This design comes from an exercise in tuning for small area, a short achievable clock period and few clock cycles per item on the open sky130 flow, not from production work.
The RTL was checked by simulation tests, not by an equivalence proof against the original design.
Power is estimated from default activity; no workload was simulated.

## before
## fpPipeline
module fpPipeline (
    input  logic                                   CP,
    input  logic                                   MR,
    input  logic                                   sendIn,
    output logic                                   ackOut,
    input  logic [dfpPacketPkg::IN_PACKET_WIDTH-1:0]  packetIn,
    output logic                                   sendOut,
    input  logic                                   ackIn,
    output logic [dfpPacketPkg::OUT_PACKET_WIDTH-1:0] packetOut
);
export LEC_CHECK = 0
export ABC_AREA = 1
export CAP_MARGIN = 20
export CORE_MARGIN = 2
export CORE_UTILIZATION = 40
export CTS_CLUSTER_DIAMETER = 80
export CTS_CLUSTER_SIZE = 30
export PLACE_DENSITY = 0.75
export SETUP_SLACK_MARGIN = 5
export SLEW_MARGIN = 20
create_clock -name core_clock -period 8.0 [get_ports {CP}]
standard.sh (not shown) runs the stock make flow with config.mk's settings and CLKGATE_MAP_FILE= SYNTH_SCRIPT=/design/flow/synth_recipe.tcl, a recipe that flattens the netlist after the stock synthesis.
==> flow/flow/run.sh <==
#!/bin/bash
# The standard layout (the standard.sh, standard synthesis unchanged) with
# two changes: ports are buffered with sky130_fd_sc_hd__buf_2 cells, and timing
# repair aims for 5.2 ns of setup slack (a 2.8 ns period) instead of 5.
# make's full output goes to flow_make.log; ORFS keeps each step's log under orfs/logs.
set -euo pipefail
bash standard.sh "BUFFER_PORTS_ARGS=-buffer_cell sky130_fd_sc_hd__buf_2" SETUP_SLACK_MARGIN=5.2 finish > flow_make.log 2>&1
Testbench counts of before, summed over its fixed seeds: cycles 16,024, items 16,000.
Modified inputs, after compared to before
--- a/flow/design.v
+++ b/flow/design.v
@@ -240,44 +240,24 @@
     logic [3:0]                 r1LdAddr;
     logic [13:0]                r1A3;
     logic [3:0]                 r1S1, r1S2, r1S3, r1S4;
     logic                       r1One0, r1Two0;
     logic [3:0]                 inS1, inS2, inS3, inS4, inNeg;
     logic                       inOne0, inTwo0, inNeg0, inM5one, inM5two, inNeg5;
     booth8Enc enc_i (.b(packetIn[15:0]), .one0(inOne0), .two0(inTwo0), .neg0(inNeg0),
                      .s1(inS1), .s2(inS2), .s3(inS3), .s4(inS4), .neg(inNeg),
                      .m5one(inM5one), .m5two(inM5two), .neg5(inNeg5));
-    logic [13:0] x3In, x3G, x3P, x3Gp, x3Pp, x3Sum;
-    always_comb
-    begin
-        for (int i = 0; i < 14; i++)
-        begin
-            x3G[i] = packetIn[16+i] & (i > 0 ? packetIn[15+i] : 1'b0);
-            x3P[i] = packetIn[16+i] ^ (i > 0 ? packetIn[15+i] : 1'b0);
-        end
-        x3Gp = x3G;
-        x3Pp = x3P;
-        for (int d = 1; d < 14; d = d * 2)
-            for (int i = 13; i >= d; i--)
-            begin
-                x3Gp[i] = x3Gp[i] | (x3Pp[i] & x3Gp[i-d]);
-                x3Pp[i] = x3Pp[i] & x3Pp[i-d];
-            end
-        x3Sum[0] = x3P[0];
-        for (int i = 1; i < 14; i++)
-            x3Sum[i] = x3P[i] ^ x3Gp[i-1];
-    end
     always_ff @(posedge CP)
         if (adv)
         begin
             r1 <= packetIn;
             r1LdAddr <= packetIn[19:16] + packetIn[3:0];
-            r1A3 <= x3Sum;
+            r1A3 <= packetIn[29:16] + {packetIn[28:16], 1'b0};
             r1One0 <= inOne0;
             r1Two0 <= inTwo0;
             r1S1 <= inS1;
             r1S2 <= inS2;
             r1S3 <= inS3;
             r1S4 <= inS4;
         end
     logic [2:0]  color;
     logic [7:0]  gen;
==> run summary <==
Taking before as the reference, in after via count picked up an extra 1.2%; area used by multi-input combinational logic up 1.7%; critical path's largest stage delay shrank by 230 ps. Compared with before, after shows a higher cell area after layout. Power density over cell area delta (before -> after): insignificant. [compare] base=before new=after: count of clock buffers in the final design climbed 3.1%; clock-cell share of area shows no meaningful change; relative area change from synthesis to final layout -0.21 points; final core utilization essentially unchanged; floorplan die area up 1.0%. In the reports for before and after, the larger critical path depth belongs to before. [after vs before] synthesized cell count: higher in after.
Testbench counts of after, summed over its fixed seeds: cycles 16,024, items 16,000.

---

== lane 4 ==
Another version of the RTL of fpPipeline (not shown whole).
Size: ~2600 cells after synthesis, roughly 110 I/O pins, about 26000 um2 of cells after synthesis.
==> module fpPipeline, before the edit <==
module fpPipeline (
    input  logic                                   CP,
    input  logic                                   MR,
    input  logic                                   sendIn,
    output logic                                   ackOut,
    input  logic [dfpPacketPkg::IN_PACKET_WIDTH-1:0]  packetIn,
    output logic                                   sendOut,
    input  logic                                   ackIn,
    output logic [dfpPacketPkg::OUT_PACKET_WIDTH-1:0] packetOut
);
    logic adv;           
    logic v1, v2;        
    logic hv, sv;        
    logic ackReg;        
    assign adv = !sv;
    assign ackOut = ackReg;
    logic [IN_PACKET_WIDTH-1:0] r1;
    logic [3:0]                 r1LdAddr;
    logic [15:0]                r1A3;
    logic [4:0]                 r1S1, r1S2, r1S3, r1S4;
    logic [4:0]                 inS1, inS2, inS3, inS4, inNeg;
    logic                       inOdd5;
    booth8Enc enc_i (.b(packetIn[15:0]), .s1(inS1), .s2(inS2), .s3(inS3), .s4(inS4),
                     .neg(inNeg), .odd5(inOdd5));
    always_ff @(posedge CP)
        if (adv)
        begin
            r1 <= packetIn;
            r1LdAddr <= packetIn[19:16] + packetIn[3:0];
            r1A3 <= packetIn[31:16] + {packetIn[30:16], 1'b0};
            r1S1 <= inS1;
            r1S2 <= inS2;
            r1S3 <= inS3;
            r1S4 <= inS4;
        end
    logic [2:0]  color;
    logic [7:0]  gen;
    logic [6:0]  dest;
    logic [1:0]  lr2;
    logic        br, cpy;
    logic [5:0]  opcode;
    logic        cIn, zIn;
    logic [15:0] dataL, dataR;
    assign {color, gen, dest, lr2, br, cpy, opcode, cIn, zIn, dataL, dataR} = r1;
    logic opAdd, opSub, opAnd, opOr, opXor, opMul, opShl, opShr;
    logic opBz, opLdm, opStm, opAbsorb, opChgcol, opAddgen, opDecgen;
    assign opAdd    = opcode == OP_ADD;
    assign opSub    = opcode == OP_SUB;
    assign opAnd    = opcode == OP_AND;
    assign opOr     = opcode == OP_OR;
    assign opXor    = opcode == OP_XOR;
    assign opMul    = opcode == OP_MUL;
    assign opShl    = opcode == OP_SHL;
    assign opShr    = opcode == OP_SHR;
    assign opBz     = opcode == OP_BZ;
    assign opLdm    = opcode == OP_LDM;
    assign opStm    = opcode == OP_STM;
    assign opAbsorb = opcode == OP_ABSORB;
    assign opChgcol = opcode == OP_CHGCOL;
    assign opAddgen = opcode == OP_ADDGEN;
    assign opDecgen = opcode == OP_DECGEN;
    logic [47:0] mulRows;
    booth8Mul mul_i (.a(dataL), .a3(r1A3), .s1(r1S1), .s2(r1S2), .s3(r1S3), .s4(r1S4),
                     .neg({dataR[14], dataR[11], dataR[8], dataR[5], dataR[2]}),
                     .odd5(dataR[15] ^ dataR[14]), .rows(mulRows));
    logic        bigShift;
    logic [15:0] shIn, shOut, shRes, dataLRev, shOutRev;
    always_comb
        for (int i = 0; i < 16; i++)
        begin
            dataLRev[i] = dataL[15-i];
            shOutRev[i] = shOut[15-i];
        end
    assign bigShift = |dataR[15:4];
    assign shIn = opShr ? dataLRev : dataL;
    assign shOut = shIn << dataR[3:0];
    assign shRes = bigShift ? 16'd0 : (opShr ? shOutRev : shOut);
    logic [15:0] memData [MEM_DEPTH];
    logic [15:0] memValid;
    logic [3:0]  ldAddr;
    logic [15:0] ldData;
    logic        memWrite;
    assign ldAddr = r1LdAddr;
    assign ldData = memValid[ldAddr] ? memData[ldAddr] : 16'd0;
    assign memWrite = adv && v1 && opStm;
    always_ff @(posedge CP)
        if (memWrite)
            memData[dataL[3:0]] <= dataR;
    always_ff @(posedge CP or posedge MR)
        if (MR)
            memValid <= '0;
        else if (memWrite)
            memValid[dataL[3:0]] <= 1'b1;
    logic [15:0] rowA, rowB, rowC, other;
    always_comb
    begin
        other = dataL;
        if (opAnd)
            other = dataL & dataR;
        else if (opOr)
            other = dataL | dataR;
        else if (opXor)
            other = dataL ^ dataR;
        else if (opShl || opShr)
            other = shRes;
        else if (opLdm)
            other = ldData;
        else if (opStm)
            other = dataR;
    end
    always_comb
    begin
        if (opMul)
        begin
            rowA = mulRows[15:0];
            rowB = mulRows[31:16];
            rowC = mulRows[47:32];
        end
        else
        begin
            rowA = other;
            rowB = opAdd ? dataR : opSub ? ~dataR : 16'd0;
            rowC = {15'd0, opSub};
        end
    end
    logic [2:0] newColor;
    logic [7:0] newGen;
    logic [6:0] newDest;
    logic [1:0] newLr2;
    logic       bzTaken;
    assign bzTaken = opBz && zIn;
    assign newColor = opChgcol ? dataR[2:0] : color;
    assign newGen = (opAddgen || opDecgen) ?
        gen + (opDecgen ? 8'hff : dataR[7:0]) : gen;
    assign newDest = bzTaken ? dest + 7'd1 : dest;
    assign newLr2 = bzTaken ? {lr2[0], lr2[1]} : lr2;
    logic aluOp, arithOp, cSel;
    assign aluOp = opAdd || opSub || opAnd || opOr || opXor || opMul || opShl || opShr;
    assign arithOp = opAdd || opSub;
    assign cSel = (opAnd || opOr || opXor) ? 1'b0 : cIn;
    logic [15:0] r2A, r2B, r2C;
    logic [21:0] r2Id;
    logic        r2Alu, r2Arith, r2Sub, r2C0, r2Z0;
    always_ff @(posedge CP)
        if (adv)
        begin
            r2A <= rowA;
            r2B <= rowB;
            r2C <= rowC;
            r2Id <= {newColor, newGen, newDest, newLr2, br, cpy};
            r2Alu <= aluOp;
            r2Arith <= arithOp;
            r2Sub <= opSub;
            r2C0 <= cSel;
            r2Z0 <= zIn;
        end
    always_ff @(posedge CP or posedge MR)
        if (MR)
        begin
            v1 <= 1'b0;
            v2 <= 1'b0;
        end
        else if (adv)
        begin
            v1 <= sendIn;
            v2 <= v1 && !opAbsorb;
        end
    logic [15:0] cs, cc, zp, zk;
    logic [16:0] total;
    logic        outC, outZ;
    logic [OUT_PACKET_WIDTH-1:0] result;
    assign cs = r2A ^ r2B ^ r2C;
    assign cc = (r2A & r2B) | (r2A & r2C) | (r2B & r2C);
    assign total = {1'b0, cs} + {cc, 1'b0};
    assign outC = r2Arith ? (total[16] ^ r2Sub) : r2C0;
    assign zp = cs ^ {cc[14:0], 1'b0};
    assign zk = {cs[14:0] | {cc[13:0], 1'b0}, 1'b0};
    assign outZ = r2Alu ? (zp == zk) : r2Z0;
    assign result = {r2Id, outC, outZ, total[15:0]};
    logic [OUT_PACKET_WIDTH-1:0] head, skid;
    logic push, pop;
    assign push = adv && v2;
    assign pop = hv && ackIn;
    always_ff @(posedge CP)
    begin
        if (!hv || ackIn)
            head <= sv ? skid : result;
        if (!sv)
            skid <= result;
    end
    logic svNext;
    always_comb
        if (sv)
            svNext = !(!hv || ackIn);
        else
            svNext = push && hv && !ackIn;
    always_ff @(posedge CP or posedge MR)
        if (MR)
        begin
            hv <= 1'b0;
            sv <= 1'b0;
            ackReg <= 1'b1;
        end
        else
        begin
            if (!hv || ackIn)
                hv <= sv || push;
            sv <= svNext;
            ackReg <= !svNext;
        end
    assign sendOut = hv;
    assign packetOut = head;
endmodule
==> flow/config.mk <==
export PLATFORM = sky130hd
export DESIGN_NAME = fpPipeline
export DESIGN_NICKNAME = fpPipeline
export VERILOG_FILES = /design/flow/design.v
export SDC_FILE = /design/flow/constraint.sdc
export NUM_CORES = 4
export LEC_CHECK = 0
export ABC_AREA = 1
export CAP_MARGIN = 20
export CORE_MARGIN = 2
export CORE_UTILIZATION = 40
export CTS_CLUSTER_DIAMETER = 80
export CTS_CLUSTER_SIZE = 30
export PLACE_DENSITY = 0.75
export SETUP_SLACK_MARGIN = 5
export SLEW_MARGIN = 20
==> flow/constraint.sdc <==
create_clock -name core_clock -period 8.0 [get_ports {CP}]
set_input_delay 1.6000 -clock core_clock [delete_from_list [all_inputs] [get_ports {CP}]]
set_output_delay 1.6000 -clock core_clock [all_outputs]
set_load 0.01 [all_outputs]
Scripts as last shown in full above: flow/flow/run.sh
Lane 4 finished every stage and its layout cleared the timing, design-rule and antenna checks.
Testbench counts of lane 4, summed over its fixed seeds: cycles 16,024, items 16,000.
Edits applied to the flow inputs when going from lane 4 to lane 3:
--- a/flow/design.v
+++ b/flow/design.v
@@ -211,15 +211,15 @@
     input  logic                                   ackIn,
     output logic [dfpPacketPkg::OUT_PACKET_WIDTH-1:0] packetOut
 );
     logic adv;           
     logic v1, v2;        
     logic hv, sv;        
-    logic ackReg;        
+    logic nackReg;       
     assign adv = !sv;
-    assign ackOut = ackReg;
+    assign ackOut = !nackReg;
     logic [IN_PACKET_WIDTH-1:0] r1;
     logic [3:0]                 r1LdAddr;
     logic [15:0]                r1A3;
     logic [4:0]                 r1S1, r1S2, r1S3, r1S4;
     logic [4:0]                 inS1, inS2, inS3, inS4, inNeg;
     logic                       inOdd5;
@@ -330,14 +330,13 @@
     logic [7:0] newGen;
     logic [6:0] newDest;
     logic [1:0] newLr2;
     logic       bzTaken;
     assign bzTaken = opBz && zIn;
     assign newColor = opChgcol ? dataR[2:0] : color;
-    assign newGen = (opAddgen || opDecgen) ?
-        gen + (opDecgen ? 8'hff : dataR[7:0]) : gen;
+    assign newGen = opAddgen ? gen + dataR[7:0] : opDecgen ? gen - 8'd1 : gen;
     assign newDest = bzTaken ? dest + 7'd1 : dest;
     assign newLr2 = bzTaken ? {lr2[0], lr2[1]} : lr2;
     logic aluOp, arithOp, cSel;
     assign aluOp = opAdd || opSub || opAnd || opOr || opXor || opMul || opShl || opShr;
     assign arithOp = opAdd || opSub;
     assign cSel = (opAnd || opOr || opXor) ? 1'b0 : cIn;
@@ -378,39 +377,37 @@
     assign outC = r2Arith ? (total[16] ^ r2Sub) : r2C0;
     assign zp = cs ^ {cc[14:0], 1'b0};
     assign zk = {cs[14:0] | {cc[13:0], 1'b0}, 1'b0};
     assign outZ = r2Alu ? (zp == zk) : r2Z0;
     assign result = {r2Id, outC, outZ, total[15:0]};
     logic [OUT_PACKET_WIDTH-1:0] head, skid;
-    logic push, pop;
+    logic push, pop, svNext;
     assign push = adv && v2;
     assign pop = hv && ackIn;
     always_ff @(posedge CP)
     begin
+        nackReg <= svNext;
         if (!hv || ackIn)
             head <= sv ? skid : result;
         if (!sv)
             skid <= result;
     end
-    logic svNext;
     always_comb
         if (sv)
             svNext = !(!hv || ackIn);
         else
             svNext = push && hv && !ackIn;
     always_ff @(posedge CP or posedge MR)
         if (MR)
         begin
             hv <= 1'b0;
             sv <= 1'b0;
-            ackReg <= 1'b1;
         end
         else
         begin
             if (!hv || ackIn)
                 hv <= sv || push;
             sv <= svNext;
-            ackReg <= !svNext;
         end
     assign sendOut = hv;
     assign packetOut = head;
 endmodule
On sequential share of layout area, lane 4 and lane 3 are basically level.
ackReg$_DFF_PP1_ as the critical path startpoint was reported by lane 4, and packetIn[17] by lane 3.
~same final cell area excluding filler cells in lane 4 and lane 3
| die area | lane 3 vs lane 4 | worse |
Lane 3 against lane 4: layout overhead on the synthesized area went down 2.6 points, fraction of layout cells with a size suffix above 1 went down 3.0 points.
Arrival time reported for the critical path endpoint: lane 3 > lane 4
Looking at total stage count of the critical path across lane 4 and lane 3, the one that comes out higher is lane 3.
Lane 3 vs lane 4, critical path data required time went up by 1.96 ns.
Relative to lane 4, the number of signal-net inverters in the final layout of lane 3 is higher by 13.
Netlist area before placement (lane 3 over lane 4): increase, 600 um2
Testbench counts of lane 3, summed over its fixed seeds: cycles 16,024, items 16,000.

## static timing again, ports no longer ideal
The flow's constraints put no driver on any port. The routed layouts listed below were extracted and timed again, unchanged, in two steps. Step 1, drivers: a clkbuf_16 drives CP and a buf_2 each remaining input, both assumed. Step 2, shift: input delay + t, output delay - t, t = (earliest + latest rising clock arrival at the registers) / 2. This alone moves slack from input paths to output paths. a / b / c = no drivers / after step 1 / after step 2; a / b = the first two.
run | t (ns) | slack for setup (ns) | worst setup path after step 2 | clock arrival spread, ns
before | 0.651 | 5.168 / 5.168 / 4.571 | input to register | 0.054 / 0.054
after | 0.663 | 5.132 / 5.137 / 4.473 | input to register | 0.070 / 0.069
lane 4 | 0.645 | 5.149 / 5.093 / 4.514 | input to register | 0.038 / 0.038
lane 3 | 0.650 | 5.128 / 5.131 / 4.481 | input to register | 0.030 / 0.030
After both steps setup and hold are still met in every run listed. The setup slack of after, which loses most, moves by +0.005 ns with the drivers and by -0.659 ns with both steps.
